Context: an optimization exercise on an open-source flow, tuned for small area. The choices shown serve that exercise and are no tape-out recipe.
Only simulation tests tie the RTL to the original design; equivalence was not proved.
Power and IR drop assume default switching activity.

<file path="config.mk">
export PLATFORM = sky130hd
export DESIGN_NAME = glm_rd_streamer
export DESIGN_NICKNAME = glm_rd_streamer
export VERILOG_FILES = /design/flow/design.v
export SDC_FILE = /design/flow/constraint.sdc
export NUM_CORES = 4
export LEC_CHECK = 0
export CAP_MARGIN = 20
export CORE_AREA = 5 5 355 355
export DIE_AREA = 0 0 360 360
export SLEW_MARGIN = 20
</file>
<file path="constraint.sdc">
create_clock -name core_clock -period 5.0 [get_ports {clk}]
set_input_delay 1.0000 -clock core_clock [delete_from_list [all_inputs] [get_ports {clk}]]
set_output_delay 1.0000 -clock core_clock [all_outputs]
set_load 0.01 [all_outputs]
</file>
<file path="design.v">
package glm_rd_streamer_pkg;
    typedef logic [41:0] t_ccip_clAddr;
    typedef logic [15:0] t_ccip_mdata;
    typedef enum logic [1:0] {eVC_VA = 2'h0, eVC_VL0 = 2'h1, eVC_VH0 = 2'h2, eVC_VH1 = 2'h3} t_ccip_vc;
    typedef enum logic [1:0] {eCL_LEN_1 = 2'h0, eCL_LEN_2 = 2'h1, eCL_LEN_4 = 2'h3} t_ccip_clLen;
    typedef enum logic [3:0] {eREQ_RDLINE_I = 4'h0, eREQ_RDLINE_S = 4'h1} t_ccip_c0_req;
    typedef enum logic [3:0] {eRSP_RDLINE = 4'h0, eRSP_UMSG = 4'h4} t_ccip_c0_rsp;
    typedef struct packed {
        t_ccip_vc     vc_sel;
        logic [1:0]   rsvd1;
        t_ccip_clLen  cl_len;
        t_ccip_c0_req req_type;
        logic [5:0]   rsvd0;
        t_ccip_clAddr address;
        t_ccip_mdata  mdata;
    } t_ccip_c0_ReqMemHdr;
    typedef struct packed {
        t_ccip_c0_ReqMemHdr hdr;
        logic               valid;
    } t_if_ccip_c0_Tx;
    typedef struct packed {
        t_ccip_vc     vc_used;
        logic         rsvd1;
        logic         hit_miss;
        logic [1:0]   rsvd0;
        logic [1:0]   cl_num;
        t_ccip_c0_rsp resp_type;
        t_ccip_mdata  mdata;
    } t_ccip_c0_RspMemHdr;
    typedef struct packed {
        t_ccip_c0_RspMemHdr hdr;
        logic [511:0]       data;
        logic               rspValid;
        logic               mmioRdValid;
        logic               mmioWrValid;
    } t_if_ccip_c0_Rx;
endpackage
module glm_rd_streamer #(
    parameter int MAX_OUTSTANDING = 64,
    parameter int CNT_W           = 32
) (
    input  logic             clk,
    input  logic             reset,
    input  logic             start,
    input  logic [41:0]      base_addr,
    input  logic [CNT_W-1:0] num_lines,
    input  logic             c0TxAlmFull,
    output logic [74:0]      c0Tx,
    input  logic [542:0]     c0Rx,
    output logic             rd_valid,
    output logic [511:0]     rd_data,
    output logic [15:0]      rd_tag,
    output logic             busy,
    output logic             done,
    output logic [31:0]      stat_almfull_cycles
);
    localparam int OW = $clog2(MAX_OUTSTANDING) + 1;
    typedef enum logic [1:0] {IDLE, ISSUE, DRAIN} t_state;
    t_state           r_state, w_next;
    glm_rd_streamer_pkg::t_ccip_clAddr     r_base;
    logic [CNT_W-1:0] r_num, r_issued, r_received;
    logic [OW-1:0]    r_outstanding;
    logic             r_done, r_rd_valid;
    logic [511:0]     r_rd_data;
    logic [15:0]      r_rd_tag;
    glm_rd_streamer_pkg::t_if_ccip_c0_Tx   r_c0tx;
    glm_rd_streamer_pkg::t_if_ccip_c0_Rx   w_rx;
    logic             w_accept, w_issue, w_rsp, w_busy, w_more;
    always_ff @(posedge clk) begin
        if (reset) r_state <= IDLE;
        else r_state <= w_next;
    end
    always_comb begin
        w_next = r_state;
        unique case (r_state)
            IDLE:    w_next = (w_accept && num_lines != '0) ? ISSUE : IDLE;
            ISSUE:   w_next = (w_issue && r_issued + CNT_W'(1) == r_num) ? DRAIN : ISSUE;
            DRAIN:   w_next = (r_received == r_num) ? IDLE : DRAIN;
            default: w_next = IDLE;
        endcase
    end
    always_comb begin
        w_busy   = r_state != IDLE;
        w_more   = r_issued < r_num;
        w_accept = start && !w_busy;
        w_issue  = r_state == ISSUE && !c0TxAlmFull && r_outstanding < OW'(MAX_OUTSTANDING) && w_more;
        w_rsp    = w_busy && w_rx.rspValid && w_rx.hdr.resp_type == glm_rd_streamer_pkg::eRSP_RDLINE;
    end
    always_ff @(posedge clk) begin
        if (reset) begin
            r_base        <= '0;
            r_num         <= '0;
            r_issued      <= '0;
            r_received    <= '0;
            r_outstanding <= '0;
            r_done        <= 1'b0;
            r_c0tx        <= '0;
            r_rd_valid    <= 1'b0;
            r_rd_data     <= '0;
            r_rd_tag      <= '0;
        end else begin
            if (w_accept) begin
                r_base        <= base_addr;
                r_num         <= num_lines;
                r_issued      <= '0;
                r_received    <= '0;
                r_outstanding <= '0;
                r_done        <= num_lines == '0;
            end else begin
                if (w_issue) r_issued <= r_issued + CNT_W'(1);
                if (w_rsp) r_received <= r_received + CNT_W'(1);
                r_outstanding <= r_outstanding + OW'(w_issue) - OW'(w_rsp);
                if (r_state == DRAIN && r_received == r_num) r_done <= 1'b1;
            end
            r_c0tx.valid <= w_issue;
            if (w_issue) begin
                r_c0tx.hdr.vc_sel   <= glm_rd_streamer_pkg::eVC_VA;
                r_c0tx.hdr.rsvd1    <= '0;
                r_c0tx.hdr.cl_len   <= glm_rd_streamer_pkg::eCL_LEN_1;
                r_c0tx.hdr.req_type <= glm_rd_streamer_pkg::eREQ_RDLINE_I;
                r_c0tx.hdr.rsvd0    <= '0;
                r_c0tx.hdr.address  <= r_base + 42'(r_issued);
                r_c0tx.hdr.mdata    <= 16'(r_issued);
            end
            r_rd_valid <= w_rsp;
            if (w_rsp) begin
                r_rd_data <= w_rx.data;
                r_rd_tag  <= w_rx.hdr.mdata;
            end
        end
    end
    logic [31:0] r_stat;
    always_ff @(posedge clk) begin
        if (reset || w_accept) r_stat <= '0;
        else if (r_state == ISSUE && c0TxAlmFull && w_more && r_stat != '1) r_stat <= r_stat + 32'd1;
    end
    assign stat_almfull_cycles = r_stat;
    assign w_rx     = c0Rx;
    assign c0Tx     = r_c0tx;
    assign rd_valid = r_rd_valid;
    assign rd_data  = r_rd_data;
    assign rd_tag   = r_rd_tag;
    assign busy     = w_busy;
    assign done     = r_done;
endmodule
</file>
<file path="run.sh">
#!/bin/bash
# synth_recipe.tcl (not shown) runs the flow's synth.tcl, then flattens the netlist and writes it again
# the make line also repeats each setting of config.mk as NAME=value (left out here)
make -C /OpenROAD-flow-scripts/flow DESIGN_CONFIG=/design/flow/config.mk WORK_HOME=/design/flow/orfs CLKGATE_MAP_FILE= SYNTH_SCRIPT=/design/flow/synth_recipe.tcl finish
</file>
==> results of run 1 <==
-- cell families after synthesis --
group / synth area share
AND/OR/NAND/NOR: 0.236
AO/OA/AOI/OAI: 0.147
buffers and inverters: 0.0428
multiplexers: 0.00131
flip-flops: 0.488
other: 0.000119
XOR/XNOR: 0.0534
adder cells (fa/ha/maj): 0.0307
-- worst max path at each step --
stage                                       from                     endpoint  slack [ns]  cells after the start
final                     r_num[29]$_SDFFE_PP0P_  r_outstanding[6]$_SDFF_PP0_        0.92                     20
after global placement               c0TxAlmFull  r_outstanding[6]$_SDFF_PP0_        0.95                     16
after CTS                 r_num[29]$_SDFFE_PP0P_  r_outstanding[6]$_SDFF_PP0_        1.02                     20
after floorplan            r_num[9]$_SDFFE_PP0P_  r_outstanding[6]$_SDFF_PP0_        0.90                     22
after global routing      r_num[29]$_SDFFE_PP0P_  r_outstanding[6]$_SDFF_PP0_        0.64                     20
after detailed placement             c0TxAlmFull  r_outstanding[6]$_SDFF_PP0_        0.96                     16
-- report_power, final --
part           internal [W]  total, W  switching, W
Clock               0.00400   0.00693       0.00293
Combinational      0.000642   0.00122      0.000577
Sequential          0.00620   0.00627     0.0000671
Total                0.0108    0.0144       0.00357
-- worst min-delay path, cell delays in order, from the launching register on --
cell,delay [ns]
dfxtp_1,0.30
nand2_1,0.05
a21oi_1,0.05
-- layer usage --
metal	up-vias	part of all wire	track usage
met2	1577	0.41	0.428
li1	15700	-	-
met3	358	0.16	0.208
met1	16200	0.39	0.356
met5	-	0.0019	0
met4	60	0.041	0.111
-- Yosys cell counts (all sizes together), types with 3 or more instances --
cell type	number	area (um^2)
nand4b	4	35.0
nor2b	9	56.3
clkbuf	241	905
or4b	3	30.0
and3	23	144
dfxtp	768	15400
nand2b	3	18.8
mux2i	3	30.0
inv	61	229
ha	74	926
nor4	29	233
and2	12	75.1
a21oi	715	3580
a211o	3	26.3
xor2	88	771
o21a	3	22.5
o31ai	5	37.5
nand4	63	400
o211ai	4	30.0
nor3	27	135
a31o	3	26.3
xnor2	104	911
nand3	55	288
nor2	126	473
buf	36	210
o21ai	59	295
and4	7	61.3
a21o	28	210
nand3b	3	22.5
a211oi	11	82.6
or3	24	150
or2	5	31.3
o41ai	4	35.0
nand2	1376	5160
a31oi	6	37.5
or4	9	67.6
-- flip-flops by register name, indices dropped and copies added, names as in the netlist --
signal and cells:
r_base 42, r_c0tx 59, r_done 1, r_issued 32, r_num 32, r_outstanding 7, r_rd_data 512, r_rd_tag 16
r_rd_valid 1, r_received 32, r_stat 32, r_state 2
-- layout make-up --
class                   count  area (um^2)  share of cell area
diodes                     33         82.6             0.00170
clock buffers             143         2790              0.0574
clock inverters            26          299             0.00616
inverters                  62          240             0.00495
multi-input cells        2942        14800               0.306
flip-flops and latches    768        15400               0.317
well taps                1625         2030              0.0419
repair buffers           1292        12900               0.265
-- per-stage QoR --
stage	std cells	util	hold slack (ns)	setup WS, ns	total power [W]
finish	6891	0.399	0.451	0.923	0.0144
global placement	6689	0.373	0.439	0.947	0.00759
detailed placement	6689	0.373	0.445	0.956	0.00760
floorplan	4049	-	0.441	0.900	0.00681
CTS	6858	0.398	0.453	1.02	0.0145
global route	6867	0.398	0.465	0.636	0.0149
==> metrics.yaml, run 1 <==
grt:
  grt_pass1_vias: 30700
  grt_usage: 0.301
  grt_max_degree: 173
  grt_pass1_wl_um: 271000
  grt-ovfl-total: 0
  antenna_found_initial: 98
final_layout:
  synthToLayoutAreaGrowth_pct: 54.1
  layout-drive-gt1-share: 0.0440
  fillers: 12600
  layout_common_cells: "1374 x nand2_1, 1231 x clkdlybuf4s50_1, 768 x dfxtp_1"
  layout_commonest_cell: "nand2_1"
  final_net_count: 5855
  final_cell_area_um2: 48500
sta:
  hold_viol: 0
  fmax_mhz: 245
  tightest_slew_ns: 1.18
  rsz0062_at_grt: "no"
  slew_headroom: 0.212
  slew_viol_final: 0
  finalClockSkew_ns: 0.0249
  finalCriticalPeriod_ns: 4.08
  finalSetupTns_ns: 0
  fin_crit_sh: 0.815
  setup_viol: 0
logic_synthesis:
  synthArstFlopShare: 0
  yosys_warnings: 1
  synth_edf_count: 0
  synth_area_um2: 31500
  synth_cell_type_count: 74
  ys_ff_latch: 768
  syn_area_per_cell_um2: 7.81
  synth_cells: 4034
  synth_top_flop_cell: "dfxtp_1"
  yosysSeqAreaShare: 0.488
floorplan:
  dieArea_um2: 130000
  die_width_um: 360
  io_pins: 1259
  row_count: 128
  coreArea_um2: 122000
  die_h_um: 360
  initial_utilization: 0.259
min_path:
  worstHoldStart: "r_c0tx[22]$_SDFFE_PP0P_"
  hold_depth: 2
  holdPathEnd: "r_c0tx[22]$_SDFFE_PP0P_"
  hold_path_class: "reg -> reg"
routing:
  avgRoutedWirePerCell_um: 30.0
  drt-total-wl_um: 207000
  num_vias: 33800
  firstDrtPassIters: 5
  viasPerCell: 4.91
  remaining_drc_errors: 0
  drtAntennaViolNets: 0
  drt_iter0_drc: 3387
worst_setup_path:
  reg2reg_from: "r_num[29]$_SDFFE_PP0P_"
  r2r_cells: 20
  critPathKind: "reg -> reg"
  ff2ff_setup_slack_ns: 0.92
  r2r_end: "r_outstanding[6]$_SDFF_PP0_"
  worstSetupEndpointType: "flop"
  crit_family: "simple AND/OR/NAND/NOR gates"
  critPathMaxFanout: 4
  critPathBufInv: 4
  worst_path_largest_cell_delay_ns: 0.60
  critPathRequiredTime_ns: 5.56
  crit_path_start_kind: "flop"
  worstPathCellList: "inv_1 -> ha_1 -> nand4_1 -> nor4_1 -> a22oi_1 -> nand4_1 -> nor4_4 -> inv_2 -> ha_1 -> inv_1 -> ha_1 -> inv_1 -> fa_1 -> nor2b_1 -> o21ai_0 -> nand2b_1 -> a21o_1 -> a21oi_1 -> xnor2_1 -> nor2_1"
  cp.arrival_ns: 4.64
  slowest_stage: "nor4_1"
clock_network:
  root_buffer: "clkbuf_16"
  htree_levels: 3
  cts.sink_count: 768
  numCtsBuffers: 92
  cts.clk_slew.worst_paths_ns: 0.06
  cts.repair.resized: 0
  hold_buffers: 0
  clock_latency_ns: 0.71
  postCtsSetupBuffers: 0
  tritoncts: "done"
  cts_max_path_buffers: 3
power:
  p_per_area_nw_per_um2: 297
  worst_ir_drop_vdd_mv: 0.235
  p_leak_nw: 16.6
place:
  numPortBuffers: 1232
  placed_area_um2: 45400
  gp_congestion: 1.08
  dpl.hpwl_um: 170000
run:
  cap_violations: 0
outcome:
  status: "finished clean"
==> run 2: changes to the inputs <==
==> design.v (replaced) <==
module glm_rd_streamer #(
    parameter int MAX_OUTSTANDING = 64,
    parameter int CNT_W           = 32
) (
    input  logic             clk,
    input  logic             reset,
    input  logic             start,
    input  logic [41:0]      base_addr,
    input  logic [CNT_W-1:0] num_lines,
    input  logic             c0TxAlmFull,
    output logic [74:0]      c0Tx,
    input  logic [542:0]     c0Rx,
    output logic             rd_valid,
    output logic [511:0]     rd_data,
    output logic [15:0]      rd_tag,
    output logic             busy,
    output logic             done,
    output logic [31:0]      stat_almfull_cycles
);
    localparam int OW = $clog2(MAX_OUTSTANDING) + 1;
    logic             r_busy, r_done, r_first, r_valid, r_rd_valid;
    logic [41:0]      r_addr;
    logic [15:0]      r_tag;
    logic [CNT_W-1:0] r_rem;
    logic [OW-1:0]    r_out;
    logic [511:0]     r_rd_data;
    logic [15:0]      r_rd_tag;
    logic w_accept, w_more, w_issue, w_rsp, w_idle0, w_bump;
    always_comb begin
        w_accept = start && !r_busy;
        w_more   = r_rem != '0;
        w_issue  = r_busy && w_more && !c0TxAlmFull && r_out < OW'(MAX_OUTSTANDING);
        w_rsp    = r_busy && c0Rx[2] && c0Rx[534:531] == 4'h0;
        w_idle0  = !w_more && r_out == '0;    
        w_bump   = w_issue && !r_first;
    end
    always_ff @(posedge clk) begin
        if (reset) begin
            r_busy     <= 1'b0;
            r_done     <= 1'b0;
            r_valid    <= 1'b0;
            r_rd_valid <= 1'b0;
        end else begin
            if (w_accept) begin
                r_busy <= num_lines != '0;
                r_done <= num_lines == '0;
            end else if (r_busy && w_idle0) begin
                r_busy <= 1'b0;
                r_done <= 1'b1;
            end
            r_valid    <= w_issue;
            r_rd_valid <= w_rsp;
        end
    end
    always_ff @(posedge clk) begin
        if (!r_busy) begin
            r_rem   <= num_lines;
            r_addr  <= base_addr;
            r_tag   <= '0;
            r_first <= 1'b1;
            r_out   <= '0;
        end else begin
            r_rem   <= r_rem - CNT_W'(w_issue);
            r_addr  <= r_addr + 42'(w_bump);
            r_tag   <= r_tag + 16'(w_bump);
            if (w_issue) r_first <= 1'b0;
            r_out   <= r_out + OW'(w_issue) - OW'(w_rsp);
        end
    end
    always_ff @(posedge clk) begin
        r_rd_data <= c0Rx[514:3];
        r_rd_tag  <= c0Rx[530:515];
    end
    logic [31:0] r_stat;
    always_ff @(posedge clk) begin
        if (reset || w_accept) r_stat <= '0;
        else if (r_busy && w_more && c0TxAlmFull && r_stat != '1) r_stat <= r_stat + 32'd1;
    end
    assign stat_almfull_cycles = r_stat;
    assign c0Tx     = {16'h0, r_addr, r_tag, r_valid};
    assign rd_valid = r_rd_valid;
    assign rd_data  = r_rd_data;
    assign rd_tag   = r_rd_tag;
    assign busy     = r_busy;
    assign done     = r_done;
endmodule
==> run 2 against run 1 <==
Net effect:
- first-iteration DRC count fell by 57%
- flip-flop and latch count is 106 lower
- critical path depth down 5
- wire length decreased by 12%
- die area unchanged
- sequential share of layout area is 6.6 points higher
- setup slack better by 0.051 ns
- combinational power is 51% higher
- critical endpoint is now r_out[6]$_SDFF_PN0_
- largest cell class unchanged
==> metrics.yaml, run 2 <==
outcome:
  status: "finished clean"
sta:
  rsz0062_at_grt: "no"
  finalClockSkew_ns: 0.0445
  hold_viol: 0
  finalCriticalPeriod_ns: 4.03
  tightest_slew_ns: 1.10
  slew_headroom: 0.265
  finalSetupTns_ns: 0
  hold_slack_ns: 0.447
  fmax_mhz: 248
  fin_crit_sh: 0.805
  setup_viol: 0
  slew_viol_final: 0
grt:
  grt_pass1_vias: 15800
  antenna_found_initial: 144
  grt_usage: 0.271
  grt-ovfl-total: 0
  grt_pass1_wl_um: 216000
  grt_max_degree: 95
final_layout:
  final_cell_area_um2: 34600
  fin_cells: 4351
  layout_common_cells: "1232 x clkdlybuf4s50_1, 661 x dfxtp_1, 111 x nor2_1"
  top_register: "r_rd_data"
  fillers: 12700
  top_regs: "r_rd_data x512, r_addr x42"
  largest_reg_flops: 512
  synthToLayoutAreaGrowth_pct: 100
  layout_commonest_cell: "clkdlybuf4s50_1"
  layout-drive-gt1-share: 0.0583
  final_net_count: 3264
logic_synthesis:
  synth_top_family_by_area: "simple AND/OR/NAND/NOR gates"
  synth_area_leaders: "dfxtp_1 77%, xnor2_1 2.5%, xor2_1 2.4%"
  yosys.area_share.simple: 0.110
  synth_cell_type_count: 48
  synth_common_cells: "662 x dfxtp_1, 111 x nor2_1, 83 x a21oi_1, 49 x xnor2_1, 48 x xor2_1"
  synth_fa_ha_area_frac: 0.0134
  synth_edf_count: 0
  synth_cells: 1336
  ys_ff_latch: 662
  synth_compound_area_frac: 0.0394
  synthMostInstantiatedCell: "dfxtp_1"
  synth_area_um2: 17300
  muxShareOfSynthArea: 0.00361
  yosys.area.top_type_share: 0.765
  synth_top_flop_cell: "dfxtp_1"
  syn_area_per_cell_um2: 13.0
  yosysSeqAreaShare: 0.765
  yosys_warnings: 1
  yosysTopAreaCell: "dfxtp_1"
  synthArstFlopShare: 0
  synth_xor_area_frac: 0.0491
power:
  comb_power_share: 0.128
  p_leak_nw: 13.2
  switchingPower_w: 0.00373
  swShare: 0.260
  clkPwrFrac: 0.471
  p_per_area_nw_per_um2: 414
  worst_ir_drop_vdd_mv: 0.283
  pwr-share-seq: 0.401
  power.internal_w: 0.0106
place:
  dpl.hpwl_um: 166000
  gp_congestion: 1.05
  numPortBuffers: 1232
  dp_cells: 4163
  placed_area_um2: 31500
routing:
  drt-total-wl_um: 183000
  firstDrtPassIters: 5
  avgRoutedWirePerCell_um: 42.1
  num_vias: 16600
  drtAntennaViolNets: 0
  drt_iter0_drc: 1454
  remaining_drc_errors: 0
  viasPerCell: 3.82
floorplan:
  coreArea_um2: 122000
  dieArea_um2: 130000
  initial_utilization: 0.142
  row_count: 128
  io_pins: 1259
  die_h_um: 360
  die_width_um: 360
clock_network:
  cts.clk_slew.worst_paths_ns: 0.06
  cts.repair.resized: 0
  clock_latency_ns: 0.69
  tritoncts: "done"
  postCtsSetupBuffers: 0
  cts_max_path_buffers: 3
  numCtsBuffers: 85
  hold_buffers: 0
  root_buffer: "clkbuf_16"
  cts.sink_count: 662
  htree_levels: 3
worst_setup_path:
  r2r_end: "r_out[6]$_SDFF_PN0_"
  ff2ff_setup_slack_ns: 0.97
  critPathMaxFanout: 13
  crit_path_start_kind: "flop"
  worstSetupEndpointType: "flop"
  critPathKind: "reg -> reg"
  reg2reg_from: "r_rem[24]$_DFF_P_"
  cp.arrival_ns: 4.57
  r2r_cells: 15
  critPathRequiredTime_ns: 5.55
min_path:
  hold_path_class: "reg -> reg"
  worstHoldStart: "r_first$_SDFFE_PN1N_"
  hold_depth: 2
  holdPathEnd: "r_first$_SDFFE_PN1N_"
run:
  cap_violations: 0
==> run 2: layer usage <==
layer | wire [um] | up-vias | track usage | part of all wire
li1 | - | 7106 | - | -
met1 | 76000 | 7876 | 0.334 | 0.42
met2 | 68700 | 1227 | 0.357 | 0.38
met3 | 34300 | 333 | 0.233 | 0.19
met4 | 3580 | 72 | 0.0520 | 0.020
met5 | 440 | - | 0 | 0.0024
==> run 2: power groups by stage <==
| stage | Sequential [W] | Combinational (W) | Clock, W |
|---|---|---|---|
| after global placement | 0.00585 | 0.00183 | 0 |
| after global routing | 0.00578 | 0.00190 | 0.00714 |
| after detailed placement | 0.00586 | 0.00183 | 0 |
| final | 0.00575 | 0.00184 | 0.00675 |
| after CTS | 0.00574 | 0.00184 | 0.00693 |
| after floorplan | 0.00595 | 0.000196 | 0 |
==> run 2: kinds of logic after synthesis <==
group,after synthesis
flops,662
simple gates,364
compound gates,121
xor+xnor,97
buf+inv,67
fa+ha+maj,18
mux,6
other cells,1
==> run 2: critical path, stage by stage, from the launching register on <==
cell and delay, ns:
dfxtp_1 0.35, or4_4 0.57, or4_4 0.44, o41a_1 0.38, buf_4 0.21, nand2_1 0.18
ha_1 0.15, inv_1 0.04, ha_1 0.19, fa_1 0.40, a21oi_1 0.14, o21bai_1 0.11
a21oi_1 0.16, nor2_1 0.07, or3_1 0.34, and3_1 0.18
==> run 2: worst max path at each step <==
stage | from | cells past startpoint | to | slack (ns)
4_1_cts | r_rem[24]$_DFF_P_ | 15 | r_out[6]$_SDFF_PN0_ | 0.99
2_1_floorplan | r_rem[24]$_DFF_P_ | 15 | r_out[6]$_SDFF_PN0_ | 1.20
3_5_place_dp | c0TxAlmFull | 11 | r_addr[38]$_DFF_P_ | 0.98
5_1_grt | r_rem[17]$_DFF_P_ | 15 | r_out[6]$_SDFF_PN0_ | 0.78
6_report | r_rem[24]$_DFF_P_ | 15 | r_out[6]$_SDFF_PN0_ | 0.97
3_3_place_gp | c0TxAlmFull | 11 | r_addr[38]$_DFF_P_ | 0.97
==> run 2: layout make-up <==
class | count | area (um^2) | area share
diodes | 32 | 80.1 | 0.00231
flip-flops and latches | 662 | 13300 | 0.383
multi-input cells | 622 | 3780 | 0.109
well taps | 1625 | 2030 | 0.0587
clock inverters | 41 | 658 | 0.0190
inverters | 17 | 63.8 | 0.00184
repair buffers | 1237 | 12400 | 0.357
clock buffers | 115 | 2390 | 0.0691
==> run 2: per-stage QoR <==
step	util	setup WS (ns)	power (W)
after floorplan	-	1.20	0.00615
after global placement	0.259	0.971	0.00768
after detailed placement	0.259	0.982	0.00769
after CTS	0.284	0.994	0.0145
after global routing	0.284	0.785	0.0148
final	0.285	0.974	0.0143
==> run 3: changes to the inputs <==
==> flow/run.sh (new file) <==
#!/bin/bash
set -euo pipefail
bash standard.sh \
  "BUFFER_PORTS_ARGS=-buffer_cell sky130_fd_sc_hd__buf_1" \
  "CTS_ARGS=-sink_clustering_enable -repair_clock_nets -dont_use_dummy_load -buf_list {sky130_fd_sc_hd__clkbuf_4 sky130_fd_sc_hd__clkbuf_8} -sink_clustering_size 20 -sink_clustering_max_diameter 60" \
  finish > standard_make.log 2>&1
==> standard.sh (new file) <==
#!/bin/bash
# synth_recipe.tcl (not shown) runs the flow's synth.tcl, then flattens the netlist and writes it again
# the make line also repeats each setting of config.mk as NAME=value (left out here)
make -C /OpenROAD-flow-scripts/flow DESIGN_CONFIG=/design/flow/config.mk WORK_HOME=/design/flow/orfs CLKGATE_MAP_FILE= SYNTH_SCRIPT=/design/flow/synth_recipe.tcl "${@:-finish}"
removed: run.sh
==> run 3 against run 2 <==
Net effect:
- via count is 2.1% higher
- wire length is 2.3% lower
- critical path depth is 3 lower
- still clean on timing, DRC and antenna
- die area stayed put
- count of clock-buffer cells in the layout is 33 lower
- cell area down 28%
- synthesized cell count unchanged
- hold slack worse by 0.16 ns
==> metrics.yaml, run 3 <==
logic_synthesis:
  synth_top_flop_cell: "dfxtp_1"
  synth_edf_count: 0
  synthArstFlopShare: 0
  ys_ff_latch: 662
  yosys.area.top_type_share: 0.765
  syn_area_per_cell_um2: 13.0
  synth_area_leaders: "dfxtp_1 77%, xnor2_1 2.5%, xor2_1 2.4%"
  synth_area_um2: 17300
  synth_common_cells: "662 x dfxtp_1, 111 x nor2_1, 83 x a21oi_1, 49 x xnor2_1, 48 x xor2_1"
  yosys_warnings: 1
  yosysSeqAreaShare: 0.765
  synth_cell_type_count: 48
  yosysTopAreaCell: "dfxtp_1"
  synthMostInstantiatedCell: "dfxtp_1"
  synth_cells: 1336
min_path:
  hold_path_class: "in -> reg"
sta:
  slew_viol_final: 0
  rsz0062_at_grt: "no"
  finalSetupTns_ns: 0
  slew_headroom: 0.317
  hold_slack_ns: 0.288
  fmax_mhz: 230
  setup_viol: 0
  fin_crit_sh: 0.869
  hold_viol: 0
  finalCriticalPeriod_ns: 4.34
  finalClockSkew_ns: 0.110
  tightest_slew_ns: 1.03
floorplan:
  initial_utilization: 0.142
  row_count: 128
  io_pins: 1259
  die_h_um: 360
  coreArea_um2: 122000
  dieArea_um2: 130000
  die_width_um: 360
routing:
  avgRoutedWirePerCell_um: 41.5
  viasPerCell: 3.94
  num_vias: 17000
  remaining_drc_errors: 0
  drt_iter0_drc: 1909
  firstDrtPassIters: 5
  drtAntennaViolNets: 0
  detailroute.wirelength.met3_um: 41400
  top_layer_used: "met5"
  met1_length_um: 69400
  drt-total-wl_um: 179000
  wl_met2_um: 60800
final_layout:
  top_register: "r_rd_data"
  fin_cells: 4309
  top_regs: "r_rd_data x512, r_addr x42"
  fillers: 13700
  layout-drive-gt1-share: 0.0371
  layout_commonest_cell: "buf_1"
  utilization: 0.206
  layout_common_cells: "1232 x buf_1, 661 x dfxtp_1, 111 x nor2_1"
  largest_reg_flops: 512
  regArea_um2: 13300
  synthToLayoutAreaGrowth_pct: 44.9
  final_net_count: 3258
  multi_input_area_um2: 3780
power:
  switchingPower_w: 0.00311
  swShare: 0.298
  power.internal_w: 0.00732
  clkPwrFrac: 0.335
  pwr-share-seq: 0.550
  worst_ir_drop_vdd_mv: 0.244
  p_per_area_nw_per_um2: 415
  comb_power_share: 0.115
  p_leak_nw: 8.93
place:
  dpl.hpwl_um: 163000
  numPortBuffers: 1232
  gp_congestion: 1.13
  dp_cells: 4160
clock_network:
  postCtsSetupBuffers: 0
  cts.sink_count: 662
  numCtsBuffers: 82
  tritoncts: "done"
  root_buffer: "clkbuf_8"
  clock_latency_ns: 0.77
  htree_levels: 3
  cts.repair.resized: 0
  cts_max_path_buffers: 3
  hold_buffers: 0
  cts.clk_slew.worst_paths_ns: 0.10
outcome:
  status: "finished clean"
worst_setup_path:
  crit_path_start_kind: "flop"
  reg2reg_from: "r_rem[17]$_DFF_P_"
  r2r_cells: 12
  startpoint: "r_rem[17]$_DFF_P_"
  worstSetupEndpoint: "r_addr[38]$_DFF_P_"
  ff2ff_setup_slack_ns: 0.66
  worstSetupEndpointType: "flop"
  critPathRequiredTime_ns: 5.55
  critPathKind: "reg -> reg"
  critPathMaxFanout: 13
  r2r_end: "r_addr[38]$_DFF_P_"
  cp.arrival_ns: 4.90
run:
  cap_violations: 0
grt:
  grt_pass1_vias: 15600
  grt_pass1_wl_um: 210000
  antenna_found_initial: 206
  grt_max_degree: 172
  grt-ovfl-total: 0
  grt_usage: 0.263
## run 3: cell counts after synthesis
No cell type changed its count.
## run 3: logic make-up after synthesis
kind of cell,share of synthesized area
xor+xnor,0.0491
simple gates,0.110
compound gates,0.0394
fa+ha+maj,0.0134
other cells,0.000217
buf+inv,0.0193
mux,0.00361
flops,0.765
## run 3: power by group through the flow
stage               clock network [W]  logic, W  registers (W)
floorplan                           0  0.000196        0.00595
global placement                    0   0.00117        0.00584
detailed placement                  0   0.00118        0.00585
CTS                           0.00362   0.00118        0.00573
global route                  0.00380   0.00125        0.00576
finish                        0.00349   0.00120        0.00574
## run 3: critical path: stages (launching register included)
cell and delay [ns]:
dfxtp_1 0.36, nor4_1 0.59, nand4b_1 0.37, o41a_1 0.74
nand2_1 0.30, nor2_1 0.12, ha_1 0.34, ha_1 0.31
nand2_1 0.24, or2_2 0.35, nor4_1 0.12, xnor2_1 0.20
a21oi_1 0.08
## run 3: layer usage
metal | GRT usage | vias up
li1 | - | 7064
met1 | 0.304 | 7961
met2 | 0.308 | 1400
met3 | 0.287 | 428
met4 | 0.0793 | 118
met5 | 0.00109 | -
## run 3: how the worst min path moves through the flow
stage / start / to / slack (ns) / cells after the start
floorplan: r_first$_SDFFE_PN1N_ / r_first$_SDFFE_PN1N_ / 0.42 / 2
global placement: r_first$_SDFFE_PN1N_ / r_first$_SDFFE_PN1N_ / 0.43 / 2
detailed placement: r_first$_SDFFE_PN1N_ / r_first$_SDFFE_PN1N_ / 0.44 / 2
CTS: c0Rx[182] / r_rd_data[179]$_DFF_P_ / 0.18 / 1
global route: c0Rx[124] / r_rd_data[121]$_DFF_P_ / 0.19 / 1
finish: c0Rx[336] / r_rd_data[333]$_DFF_P_ / 0.29 / 1
## run 3: area by class of cell
class,count,share of cell area
Clock buffer,82,0.0450
Multi-Input combinational cell,622,0.151
Tap cell,1625,0.0810
Timing Repair Buffer,1234,0.185
Inverter,17,0.00254
Antenna cell,67,0.00668
Sequential cell,662,0.528
## run 3: through the flow
stage | worst slack, ns | instance area [um^2] | power [W]
6_report | 0.657 | 25100 | 0.0104
3_3_place_gp | 0.813 | 23800 | 0.00701
2_1_floorplan | 1.20 | 17400 | 0.00615
3_5_place_dp | 0.736 | 23800 | 0.00703
5_1_grt | 0.369 | 24900 | 0.0108
4_1_cts | 0.681 | 24900 | 0.0105
==> run 4: changes to the inputs <==
==> flow/run.sh (replaced) <==
#!/bin/bash
set -euo pipefail
bash standard.sh \
  "BUFFER_PORTS_ARGS=-buffer_cell sky130_fd_sc_hd__buf_1" \
  "PLACE_PINS_ARGS=-min_distance 1 -min_distance_in_tracks" \
  "CTS_ARGS=-sink_clustering_enable -repair_clock_nets -dont_use_dummy_load -buf_list {sky130_fd_sc_hd__clkbuf_4 sky130_fd_sc_hd__clkbuf_8} -sink_clustering_size 20 -sink_clustering_max_diameter 60" \
  finish > standard_make.log 2>&1
--- a/config.mk
+++ b/config.mk
@@ -6,6 +6,6 @@
 export NUM_CORES = 4
 export LEC_CHECK = 0
 export CAP_MARGIN = 20
-export CORE_AREA = 5 5 355 355
-export DIE_AREA = 0 0 360 360
+export CORE_AREA = 5 5 195 195
+export DIE_AREA = 0 0 200 200
 export SLEW_MARGIN = 20
==> run 4 against run 3 <==
Net effect:
- the run now fails in global routing (5_1_grt)
- synthesized area did not move
- synthesized cell count stayed put
==> metrics.yaml, run 4 <==
logic_synthesis:
  yosysSeqAreaShare: 0.765
  synth_top_flop_cell: "dfxtp_1"
  yosysTopAreaCell: "dfxtp_1"
  synth_common_cells: "662 x dfxtp_1, 111 x nor2_1, 83 x a21oi_1, 49 x xnor2_1, 48 x xor2_1"
  yosys.area.top_type_share: 0.765
  synthMostInstantiatedCell: "dfxtp_1"
  synth_cells: 1336
  synthArstFlopShare: 0
  syn_area_per_cell_um2: 13.0
  synth_area_um2: 17300
  yosys_warnings: 1
  synth_edf_count: 0
  synth_cell_type_count: 48
  ys_ff_latch: 662
  synth_area_leaders: "dfxtp_1 77%, xnor2_1 2.5%, xor2_1 2.4%"
clock_network:
  postCtsSetupBuffers: 0
  htree_levels: 2
  cts.repair.resized: 0
  numCtsBuffers: 43
  cts_max_path_buffers: 3
  cts.sink_count: 662
  hold_buffers: 0
  root_buffer: "clkbuf_8"
place:
  gp_congestion: 1.14
  numPortBuffers: 1232
  dpl.hpwl_um: 83200
  placed_area_um2: 22300
  dp_cells: 2997
grt:
  grt_pass1_wl_um: 121000
  grt-ovfl-total: 5
  grt_usage: 0.444
  grt_pass1_vias: 16400
  grt_max_degree: 102
floorplan:
  initial_utilization: 0.487
  die_width_um: 200
  io_pins: 1259
  row_count: 69
  die_h_um: 200
outcome:
  status: "stopped before the end"
  stop_stage: "global routing (5_1_grt)"
  error: "[ERROR GRT-0116] Global routing finished with congestion. Check the congestion regions in the DRC Viewer."
[run 4: cell counts after synthesis]
No cell type changed its count.
[run 4: worst min path at each step]
stage                              start                endpoint  cells past startpoint
global placement    r_first$_SDFFE_PN1N_    r_first$_SDFFE_PN1N_                      2
floorplan           r_first$_SDFFE_PN1N_    r_first$_SDFFE_PN1N_                      2
CTS                            c0Rx[185]  r_rd_data[182]$_DFF_P_                      1
detailed placement  r_first$_SDFFE_PN1N_    r_first$_SDFFE_PN1N_                      2
[run 4: power by group through the flow]
stage                     Clock, W  Combinational, W  Sequential (W)
after floorplan                  0          0.000196         0.00595
after global placement           0          0.000887         0.00585
after detailed placement         0          0.000897         0.00586
after CTS                  0.00237          0.000901         0.00574
[run 4: stage by stage]
stage | hold slack [ns] | setup slack [ns] | total power (W) | utilization
CTS | 0.373 | 0.780 | 0.00900 | 0.644
detailed placement | 0.443 | 0.751 | 0.00676 | 0.628
global placement | 0.432 | 0.751 | 0.00673 | 0.628
floorplan | 0.423 | 1.20 | 0.00615 | -
[run 4: cells by family after synthesis]
kind of cell    count (synthesis)  share of synthesized area
fa+ha+maj                      18                     0.0134
other cells                     1                   0.000217
xor+xnor                       97                     0.0491
compound gates                121                     0.0394
mux                             6                    0.00361
buf+inv                        67                     0.0193
simple gates                  364                      0.110
flops                         662                      0.765
[run 4: layer usage]
metal / overflow / track usage
met1: 0 / 0.508
met5: 0 / 0.0287
met2: 5 / 0.503
met4: 0 / 0.357
met3: 0 / 0.381
==> run 5: changes to the inputs <==
--- a/config.mk
+++ b/config.mk
@@ -6,6 +6,6 @@
 export NUM_CORES = 4
 export LEC_CHECK = 0
 export CAP_MARGIN = 20
-export CORE_AREA = 5 5 195 195
-export DIE_AREA = 0 0 200 200
+export CORE_AREA = 5 5 215 215
+export DIE_AREA = 0 0 220 220
 export SLEW_MARGIN = 20
==> run 5 against run 4 <==
Net effect:
- the flow again stops in global routing (5_1_grt)
- synthesized cell count is the same
- synthesized area is the same
==> metrics.yaml, run 5 <==
outcome:
  status: "stopped before the end"
  stop_stage: "global routing (5_1_grt)"
  error: "[ERROR GRT-0116] Global routing finished with congestion. Check the congestion regions in the DRC Viewer."
floorplan:
  die_width_um: 220
  row_count: 77
  die_h_um: 220
  initial_utilization: 0.394
  io_pins: 1259
grt:
  grt-ovfl-total: 14
  grt_pass1_wl_um: 126000
  grt_pass1_vias: 16600
  grt_max_degree: 100
  grt_usage: 0.385
logic_synthesis:
  synth_top_flop_cell: "dfxtp_1"
  synth_common_cells: "662 x dfxtp_1, 111 x nor2_1, 83 x a21oi_1, 49 x xnor2_1, 48 x xor2_1"
  yosysSeqAreaShare: 0.765
  yosys.area.top_type_share: 0.765
  yosysTopAreaCell: "dfxtp_1"
  syn_area_per_cell_um2: 13.0
  ys_ff_latch: 662
  synthMostInstantiatedCell: "dfxtp_1"
  synth_cell_type_count: 48
  synth_edf_count: 0
  synth_area_leaders: "dfxtp_1 77%, xnor2_1 2.5%, xor2_1 2.4%"
  synth_cells: 1336
  synth_area_um2: 17300
  yosys_warnings: 1
  synthArstFlopShare: 0
clock_network:
  root_buffer: "clkbuf_8"
  cts.sink_count: 662
  hold_buffers: 0
  cts.repair.resized: 0
  cts_max_path_buffers: 3
  htree_levels: 2
  postCtsSetupBuffers: 0
  numCtsBuffers: 44
place:
  numPortBuffers: 1232
  dpl.hpwl_um: 86300
  gp_congestion: 1.14
  placed_area_um2: 22500
## run 5: cell counts after synthesis
No cell type changed its count.
## run 5: stage by stage
step / hold slack, ns / util / std cells / setup slack [ns] / total power (W)
3_5_place_dp: 0.454 / 0.512 / 3129 / 0.940 / 0.00674
3_3_place_gp: 0.430 / 0.512 / 3129 / 0.979 / 0.00672
4_1_cts: 0.362 / 0.526 / 3173 / 0.947 / 0.00908
2_1_floorplan: 0.423 / - / 1351 / 1.20 / 0.00615
## run 5: worst max path at each step
stage	from	slack (ns)	endpoint
2_1_floorplan	r_rem[24]$_DFF_P_	1.20	r_out[6]$_SDFF_PN0_
3_3_place_gp	r_rem[24]$_DFF_P_	0.98	r_out[6]$_SDFF_PN0_
3_5_place_dp	r_rem[24]$_DFF_P_	0.94	r_out[6]$_SDFF_PN0_
4_1_cts	r_rem[24]$_DFF_P_	0.95	r_out[6]$_SDFF_PN0_
## run 5: power groups by stage
| stage | registers (W) | clock network (W) | logic, W |
|---|---|---|---|
| after global placement | 0.00584 | 0 | 0.000877 |
| after floorplan | 0.00595 | 0 | 0.000196 |
| after detailed placement | 0.00586 | 0 | 0.000889 |
| after CTS | 0.00573 | 0.00245 | 0.000893 |
## run 5: kinds of logic after synthesis
group           after synthesis  synth area share
other cells                   1          0.000217
fa+ha+maj                    18            0.0134
xor+xnor                     97            0.0491
buf+inv                      67            0.0193
flops                       662             0.765
compound gates              121            0.0394
mux                           6           0.00361
simple gates                364             0.110
## run 5: layer usage
layer  global-route usage  overflow
met5               0.0625         0
met4                0.406         5
met2                0.543         9
met1                0.347         0
met3                0.263         0
==> run 6: changes to the inputs <==
--- a/config.mk
+++ b/config.mk
@@ -6,6 +6,6 @@
 export NUM_CORES = 4
 export LEC_CHECK = 0
 export CAP_MARGIN = 20
-export CORE_AREA = 5 5 215 215
-export DIE_AREA = 0 0 220 220
+export CORE_AREA = 5 5 275 165
+export DIE_AREA = 0 0 280 170
 export SLEW_MARGIN = 20
==> run 6 against run 5 <==
Net effect:
- the run again fails in global routing (5_1_grt)
- synthesized area is the same
- synthesized cell count is the same
==> metrics.yaml, run 6 <==
clock_network:
  cts.sink_count: 662
  cts_max_path_buffers: 3
  numCtsBuffers: 42
  hold_buffers: 0
  root_buffer: "clkbuf_8"
  postCtsSetupBuffers: 0
  htree_levels: 2
  cts.repair.resized: 0
logic_synthesis:
  yosys_warnings: 1
  yosys.area.top_type_share: 0.765
  synth_top_flop_cell: "dfxtp_1"
  synthMostInstantiatedCell: "dfxtp_1"
  syn_area_per_cell_um2: 13.0
  yosysTopAreaCell: "dfxtp_1"
  synth_cell_type_count: 48
  synth_common_cells: "662 x dfxtp_1, 111 x nor2_1, 83 x a21oi_1, 49 x xnor2_1, 48 x xor2_1"
  synth_area_leaders: "dfxtp_1 77%, xnor2_1 2.5%, xor2_1 2.4%"
  synth_area_um2: 17300
  synth_edf_count: 0
  yosysSeqAreaShare: 0.765
  synthArstFlopShare: 0
  synth_cells: 1336
  ys_ff_latch: 662
grt:
  grt_max_degree: 101
  grt_usage: 0.325
  grt_pass1_vias: 16800
  grt_pass1_wl_um: 110000
  grt-ovfl-total: 5
floorplan:
  die_width_um: 280
  row_count: 58
  initial_utilization: 0.407
  io_pins: 1259
  die_h_um: 170
outcome:
  status: "stopped before the end"
  error: "[ERROR GRT-0116] Global routing finished with congestion. Check the congestion regions in the DRC Viewer."
  stop_stage: "global routing (5_1_grt)"
place:
  placed_area_um2: 22500
  gp_congestion: 1.11
  dpl.hpwl_um: 71900
  numPortBuffers: 1232
==> run 6: worst max path at each step <==
stage / start / to / slack [ns] / cells past startpoint
2_1_floorplan: r_rem[24]$_DFF_P_ / r_out[6]$_SDFF_PN0_ / 1.20 / 15
3_3_place_gp: r_rem[24]$_DFF_P_ / r_out[6]$_SDFF_PN0_ / 1.01 / 15
3_5_place_dp: r_rem[24]$_DFF_P_ / r_out[6]$_SDFF_PN0_ / 1.04 / 15
4_1_cts: r_rem[24]$_DFF_P_ / r_out[6]$_SDFF_PN0_ / 1.07 / 15
==> run 6: metal layers <==
layer | overflow | GRT usage
met5 | 0 | 0.0316
met4 | 0 | 0.374
met3 | 0 | 0.197
met2 | 5 | 0.444
met1 | 0 | 0.315
==> run 6: per-stage QoR <==
| stage | hold slack (ns) | setup slack (ns) | std cells |
|---|---|---|---|
| 4_1_cts | 0.389 | 1.07 | 3149 |
| 3_5_place_dp | 0.439 | 1.04 | 3107 |
| 2_1_floorplan | 0.423 | 1.20 | 1351 |
| 3_3_place_gp | 0.433 | 1.01 | 3107 |
==> run 6: power by group through the flow <==
| stage | Combinational, W | Sequential [W] | Clock (W) |
|---|---|---|---|
| 2_1_floorplan | 0.000196 | 0.00595 | 0 |
| 3_3_place_gp | 0.000840 | 0.00582 | 0 |
| 3_5_place_dp | 0.000850 | 0.00583 | 0 |
| 4_1_cts | 0.000854 | 0.00571 | 0.00240 |
==> run 6: cells by family after synthesis <==
group / Yosys count / synth area share
buffers and inverters: 67 / 0.0193
AOI/OAI and AO/OA: 121 / 0.0394
and+or+nand+nor: 364 / 0.110
DFF: 662 / 0.765
xor gates and xnor gates: 97 / 0.0491
muxes: 6 / 0.00361
adders and majority gates: 18 / 0.0134
other: 1 / 0.000217
==> run 7: changes to the inputs <==
==> flow/run.sh (replaced) <==
#!/bin/bash
set -euo pipefail
bash standard.sh \
  "BUFFER_PORTS_ARGS=-buffer_cell sky130_fd_sc_hd__buf_1" \
  "CTS_ARGS=-sink_clustering_enable -repair_clock_nets -dont_use_dummy_load" \
  finish > standard_make.log 2>&1
--- a/config.mk
+++ b/config.mk
@@ -6,6 +6,6 @@
 export NUM_CORES = 4
 export LEC_CHECK = 0
 export CAP_MARGIN = 20
-export CORE_AREA = 5 5 275 165
-export DIE_AREA = 0 0 280 170
+export CORE_AREA = 5 5 355 355
+export DIE_AREA = 0 0 360 360
 export SLEW_MARGIN = 20
==> run 7 against run 6 <==
Net effect:
- synthesized cell count did not move
- the run now finishes clean
- synthesized area did not move
==> metrics.yaml, run 7 <==
outcome:
  status: "finished clean"
worst_setup_path:
  cp.arrival_ns: 4.79
  r2r_end: "r_out[6]$_SDFF_PN0_"
  worstSetupEndpointType: "flop"
  critPathRequiredTime_ns: 5.52
  r2r_cells: 14
  ff2ff_setup_slack_ns: 0.73
  crit_path_start_kind: "flop"
  reg2reg_from: "r_rem[17]$_DFF_P_"
  startpoint: "r_rem[17]$_DFF_P_"
  critPathKind: "reg -> reg"
  critPathMaxFanout: 13
power:
  power_w: 0.0120
  p_per_area_nw_per_um2: 461
  p_leak_nw: 9.33
  worst_ir_drop_vdd_mv: 0.266
place:
  dpl.hpwl_um: 163000
  dp_cells: 4160
  gp_congestion: 1.13
  pre_cts_ws_ns: 0.736
  numPortBuffers: 1232
routing:
  firstDrtPassIters: 5
  drt-total-wl_um: 179000
  wl_met2_um: 60200
  viasPerCell: 3.93
  avgRoutedWirePerCell_um: 41.6
  detailroute.wirelength.met3_um: 40700
  remaining_drc_errors: 0
  drtAntennaViolNets: 0
  drt_iter0_drc: 1809
  num_vias: 16900
  met1_length_um: 70100
  top_layer_used: "met5"
clock_network:
  root_buffer: "clkbuf_16"
  htree_levels: 3
  numCtsBuffers: 80
  postCtsSetupBuffers: 0
  cts.clk_slew.worst_paths_ns: 0.06
  hold_buffers: 0
  cts.repair.resized: 0
  clock_latency_ns: 0.67
  cts_max_path_buffers: 3
  tritoncts: "done"
  cts.sink_count: 662
logic_synthesis:
  syn_area_per_cell_um2: 13.0
  yosysSeqAreaShare: 0.765
  yosys_warnings: 1
  synth_area_um2: 17300
  synth_common_cells: "662 x dfxtp_1, 111 x nor2_1, 83 x a21oi_1, 49 x xnor2_1, 48 x xor2_1"
  ys_ff_latch: 662
  synthArstFlopShare: 0
  yosys.area.top_type_share: 0.765
  yosysTopAreaCell: "dfxtp_1"
  synth_cell_type_count: 48
  synth_top_flop_cell: "dfxtp_1"
  synth_cells: 1336
  synth_edf_count: 0
  synth_area_leaders: "dfxtp_1 77%, xnor2_1 2.5%, xor2_1 2.4%"
  synthMostInstantiatedCell: "dfxtp_1"
final_layout:
  top_register: "r_rd_data"
  top_regs: "r_rd_data x512, r_addr x42"
  layout_commonest_cell: "buf_1"
  final_net_count: 3256
  synthToLayoutAreaGrowth_pct: 49.9
  largest_reg_flops: 512
  layout_common_cells: "1232 x buf_1, 661 x dfxtp_1, 111 x nor2_1"
  fin_cells: 4302
  layout-drive-gt1-share: 0.0363
grt:
  grt_usage: 0.263
  antenna_found_initial: 208
  grt_pass1_vias: 15600
  grt_max_degree: 172
  grt_pass1_wl_um: 210000
  grt-ovfl-total: 0
sta:
  rsz0062_at_grt: "no"
  finalSetupTns_ns: 0
  finalCriticalPeriod_ns: 4.27
  tightest_slew_ns: 1.03
  slew_headroom: 0.316
  hold_viol: 0
  slew_viol_final: 0
  fin_crit_sh: 0.855
  setup_viol: 0
  fmax_mhz: 234
  finalClockSkew_ns: 0.0475
  layout_setup_ws_ns: 0.727
floorplan:
  initial_utilization: 0.142
  coreArea_um2: 122000
  io_pins: 1259
  die_width_um: 360
  row_count: 128
  dieArea_um2: 130000
  die_h_um: 360
min_path:
  holdPathEnd: "r_rd_data[125]$_DFF_P_"
  worstHoldStart: "c0Rx[128]"
  hold_depth: 1
  hold_path_class: "in -> reg"
run:
  cap_violations: 0
==> run 7: report_power, final <==
group | internal (W) | switching (W)
Sequential | 0.00558 | 0.000162
Clock | 0.00279 | 0.00223
Combinational | 0.000298 | 0.000896
Total | 0.00867 | 0.00329
==> run 7: critical path: stages, from the launching register on <==
cell	delay, ns
dfxtp_1	0.35
nor4_1	0.58
nand4b_1	0.37
o41a_1	0.74
nand2_1	0.30
ha_1	0.15
inv_1	0.04
ha_1	0.20
fa_1	0.41
a21oi_1	0.15
o21bai_1	0.10
a21oi_1	0.17
nor2_1	0.07
or3_1	0.33
and3_1	0.18
==> run 7: logic make-up after synthesis <==
family          share of synthesized area
simple gates                        0.110
flops                               0.765
xor+xnor                           0.0491
compound gates                     0.0394
buf+inv                            0.0193
mux                               0.00361
other cells                      0.000217
fa+ha+maj                          0.0134
==> run 7: worst max-delay path by stage <==
| stage | slack (ns) | end | cells past startpoint |
|---|---|---|---|
| 4_1_cts | 0.70 | r_out[6]$_SDFF_PN0_ | 14 |
| 6_report | 0.73 | r_out[6]$_SDFF_PN0_ | 14 |
| 3_3_place_gp | 0.81 | r_out[6]$_SDFF_PN0_ | 14 |
| 5_1_grt | 0.35 | r_out[6]$_SDFF_PN0_ | 14 |
| 2_1_floorplan | 1.20 | r_out[6]$_SDFF_PN0_ | 15 |
| 3_5_place_dp | 0.74 | r_out[6]$_SDFF_PN0_ | 14 |
==> run 7: area by class of cell <==
class / count / area [um^2]
Sequential cell: 662 / 13300
Tap cell: 1625 / 2030
Timing Repair Buffer: 1234 / 4650
Fill cell: 13600 / 95800
Clock buffer: 80 / 2000
Multi-Input combinational cell: 622 / 3780
Antenna cell: 62 / 155
Inverter: 17 / 63.8
==> run 7: stage by stage <==
stage / area, um^2 / util / hold slack (ns)
floorplan: 17400 / - / 0.423
finish: 25900 / 0.213 / 0.414
global placement: 23800 / 0.195 / 0.431
detailed placement: 23800 / 0.195 / 0.442
global route: 25800 / 0.212 / 0.385
CTS: 25800 / 0.212 / 0.356
==> run 7: per-layer routing <==
metal | up-vias | track usage
met3 | 453 | 0.283
met5 | - | 0.0178
li1 | 7058 | -
met2 | 1416 | 0.308
met1 | 7854 | 0.304
met4 | 124 | 0.0885

-- separate check: timing with driven ports --
How much do the figures lean on ideal ports? The routed layouts below were timed once more, with nothing changed but the port constraints. Step 1: set_driving_cell puts a clkbuf_16 on clk and a buf_2 on each other input, an assumption about the parent block. Step 2 also shifts input and output timing later by t, the mid clock arrival at the registers, as if the neighbouring blocks saw the same clock. Three values: ideal ports, drivers, drivers and shift; two values: the first two.
| run | shift t [ns] | slack for setup (ns) | worst setup path after step 2 | worst slew at a driven data input, ns | cell pins on the clock port's net |
|---|---|---|---|---|---|
| run 1 | 0.764 | 0.923 / 0.923 / 0.882 | input to register | 0.35 | 1 |
| run 2 | 0.722 | 0.974 / 0.974 / 0.911 | input to register | 0.41 | 1 |
| run 3 | 0.778 | 0.657 / 0.657 / 0.657 | register to register | 0.40 | 1 |
| run 7 | 0.703 | 0.727 / 0.727 / 0.727 | register to register | 0.38 | 1 |
After both steps every run listed still meets setup and hold. The setup slack of run 2, which loses most, moves by 0.000 ns with the drivers and by -0.063 ns with both steps.
